Source: an optimization exercise on an open RTL-to-GDS flow (aim: small area). Production flows keep margins and buffers that such runs may drop. Where RTL was checked, it was by simulation tests only, not by an equivalence proof against the original. Power and IR drop assume default switching activity.

Setup of main:
==> flow/design.v (excerpt) <==
module pcs_10g_loopback (
	input  logic        tx_par_clk,
	input  logic        nreset,
	input  logic        rx_locked_i,
	input  logic [65:0] rx_par_data_i,
	output logic        rx_block_lock_o,
	output logic [65:0] tx_par_data_o
);
Size: roughly 400 flip-flops, about 140 I/O pins, roughly 0.012 sq mm of cells after synthesis.
Settings: LEC_CHECK=0, CAP_MARGIN=20, CORE_MARGIN=2, CORE_UTILIZATION=55, SLEW_MARGIN=20; clock period 6.4 ns.
standard.sh (not shown) runs the stock make flow with config.mk's settings and CLKGATE_MAP_FILE= SYNTH_SCRIPT=/design/flow/synth_recipe.tcl, a recipe that flattens the netlist after the stock synthesis.
==> flow/flow/run.sh <==
#!/bin/bash
# layout flow: the standard flow with an area-oriented ABC mapping script,
# single-drive port buffers and a clock tree without dummy loads.
set -euo pipefail
export MY_ABC_SCRIPT=$PWD/flow/area.abc
{ echo 'proc abc {args} { set i [lsearch $args -script]; lset args [expr {$i+1}] $::env(MY_ABC_SCRIPT); yosys abc {*}$args }'; cat synth_recipe.tcl; } > my_synth.tcl
sed "s#SYNTH_SCRIPT=[^ ]*#SYNTH_SCRIPT=$PWD/my_synth.tcl#" standard.sh > my_standard.sh
export BUFFER_PORTS_ARGS="-buffer_cell sky130_fd_sc_hd__buf_1"
export CTS_ARGS="-sink_clustering_enable -repair_clock_nets -dont_use_dummy_load -buf_list sky130_fd_sc_hd__clkbuf_4 -sink_clustering_size 10 -sink_clustering_max_diameter 60"
bash my_standard.sh > standard.log 2>&1
==> flow/flow/area.abc <==
strash
dch -f
map -a -B 0.5
strash
dch -f
map -a -B 0.5
Edits applied to the flow inputs when going from main to the feature branch:
- changing CORE_UTILIZATION from 55 to 65
--- a/flow/flow/run.sh
+++ b/flow/flow/run.sh
@@ -9 +9 @@
-export CTS_ARGS="-sink_clustering_enable -repair_clock_nets -dont_use_dummy_load -buf_list sky130_fd_sc_hd__clkbuf_4 -sink_clustering_size 10 -sink_clustering_max_diameter 60"
+export CTS_ARGS="-sink_clustering_enable -repair_clock_nets -dont_use_dummy_load -buf_list sky130_fd_sc_hd__clkbuf_4 -sink_clustering_size 10 -sink_clustering_max_diameter 50"
==> comparison <==
Summary of the feature branch over main: combinational logic power shrank by about 2%; critical path depth increased by 2 relative to the old numbers. Non-clock buffer count down about 0.7% in the feature branch wrt main.


## quartz
Another version of the RTL of pcs_10g_loopback (not shown whole).
For scale: about 1000 cells after synthesis, ~12000 um^2 of cells after synthesis.
export LEC_CHECK = 0
export CAP_MARGIN = 20
export CORE_MARGIN = 2
export CORE_UTILIZATION = 40
export SLEW_MARGIN = 20
create_clock -name core_clock -period 6.4 [get_ports {tx_par_clk}]
==> flow/flow/run.sh <==
#!/bin/bash
# layout flow: the standard flow with an area-oriented ABC mapping script,
# single-drive port buffers and a clock tree without dummy loads.
set -euo pipefail
export MY_ABC_SCRIPT=$PWD/flow/area.abc
{ echo 'proc abc {args} { set i [lsearch $args -script]; lset args [expr {$i+1}] $::env(MY_ABC_SCRIPT); yosys abc {*}$args }'; cat synth_recipe.tcl; } > my_synth.tcl
sed "s#SYNTH_SCRIPT=[^ ]*#SYNTH_SCRIPT=$PWD/my_synth.tcl#" standard.sh > my_standard.sh
export BUFFER_PORTS_ARGS="-buffer_cell sky130_fd_sc_hd__buf_1"
export CTS_ARGS="-sink_clustering_enable -repair_clock_nets -dont_use_dummy_load -buf_list sky130_fd_sc_hd__clkbuf_4 -sink_clustering_size 12 -sink_clustering_max_diameter 50"
bash my_standard.sh > standard.log 2>&1
Scripts as last shown in full above: flow/flow/area.abc
Having completed the whole flow, quartz delivered a layout that passed the timing, design-rule and antenna checks.
Input changes introduced in delta (baseline for comparison: quartz):
diff --git a/flow/flow/run.sh b/flow/flow/run.sh
--- a/flow/flow/run.sh
+++ b/flow/flow/run.sh
@@ -8,3 +8,3 @@
 export BUFFER_PORTS_ARGS="-buffer_cell sky130_fd_sc_hd__buf_1"
-export CTS_ARGS="-sink_clustering_enable -repair_clock_nets -dont_use_dummy_load -buf_list sky130_fd_sc_hd__clkbuf_4 -sink_clustering_size 12 -sink_clustering_max_diameter 50"
+export CTS_ARGS="-sink_clustering_enable -repair_clock_nets -dont_use_dummy_load -buf_list sky130_fd_sc_hd__clkbuf_4 -sink_clustering_size 10 -sink_clustering_max_diameter 60"
 bash my_standard.sh > standard.log 2>&1
--- outcome ---
delta completed every stage of the flow, and the final layout passed the timing, design-rule and antenna checks.
delta gives less maximum frequency than quartz did.
Layout filler cell count of quartz is on par with delta.
Going from quartz to delta, share of the final layout cell area in sequential cells shows no meaningful change; combinational fraction of design power shows no meaningful change.
According to the power report, total power for delta is higher than for quartz.
Edits applied to the flow inputs when going from delta to yarrow:
diff --git a/flow/flow/run.sh b/flow/flow/run.sh
--- a/flow/flow/run.sh
+++ b/flow/flow/run.sh
@@ -8,3 +8,3 @@
 export BUFFER_PORTS_ARGS="-buffer_cell sky130_fd_sc_hd__buf_1"
-export CTS_ARGS="-sink_clustering_enable -repair_clock_nets -dont_use_dummy_load -buf_list sky130_fd_sc_hd__clkbuf_4 -sink_clustering_size 10 -sink_clustering_max_diameter 60"
+export CTS_ARGS="-sink_clustering_enable -repair_clock_nets -dont_use_dummy_load -buf_list sky130_fd_sc_hd__clkbuf_8 -sink_clustering_size 16 -sink_clustering_max_diameter 80"
 bash my_standard.sh > standard.log 2>&1
==> run summary <==
- yarrow completed end to end with timing, DRC and antenna clean.
- Re count of antenna diodes in the layout: delta was higher than yarrow.
- Final cell area: yarrow above delta
- Looking only at global router's overall resource usage, and setting everything else aside, the higher value of delta and yarrow goes to delta.
No functional check of the RTL was part of any run of this note.

## re-timing with driven ports
The flow's constraints put no driver on any port. The routed layouts listed below were extracted and timed again, unchanged, in two steps.
Step 1 (the two cells are an assumption about what drives the block):
set clk [get_ports {tx_par_clk}]
set_driving_cell -lib_cell sky130_fd_sc_hd__clkbuf_16 $clk
set_driving_cell -lib_cell sky130_fd_sc_hd__buf_2 [delete_from_list [all_inputs] $clk]
Step 2 times the ports against the registers' clock, not the clock port: input delays grow and output delays shrink by t, the midpoint of the rising clock arrivals with the driver on.
Three values: ideal ports, drivers, drivers and shift; two values: the first two.
| run | t, ns | setup slack, ns | worst register clock-pin slew, ns |
|---|---|---|---|
| main | 0.666 | 2.728 / 2.746 / 2.080 | 0.11 / 0.11 |
| the feature branch | 0.649 | 2.697 / 2.713 / 2.063 | 0.11 / 0.11 |
| quartz | 0.671 | 2.112 / 2.128 / 1.457 | 0.12 / 0.12 |
| delta | 0.676 | 2.052 / 2.068 / 1.392 | 0.11 / 0.11 |
| yarrow | 0.597 | 2.074 / 2.092 / 1.495 | 0.11 / 0.11 |
After both steps setup and hold are still met in every run listed. The setup slack of delta, which loses most, moves by +0.016 ns with the drivers and by -0.660 ns with both steps.
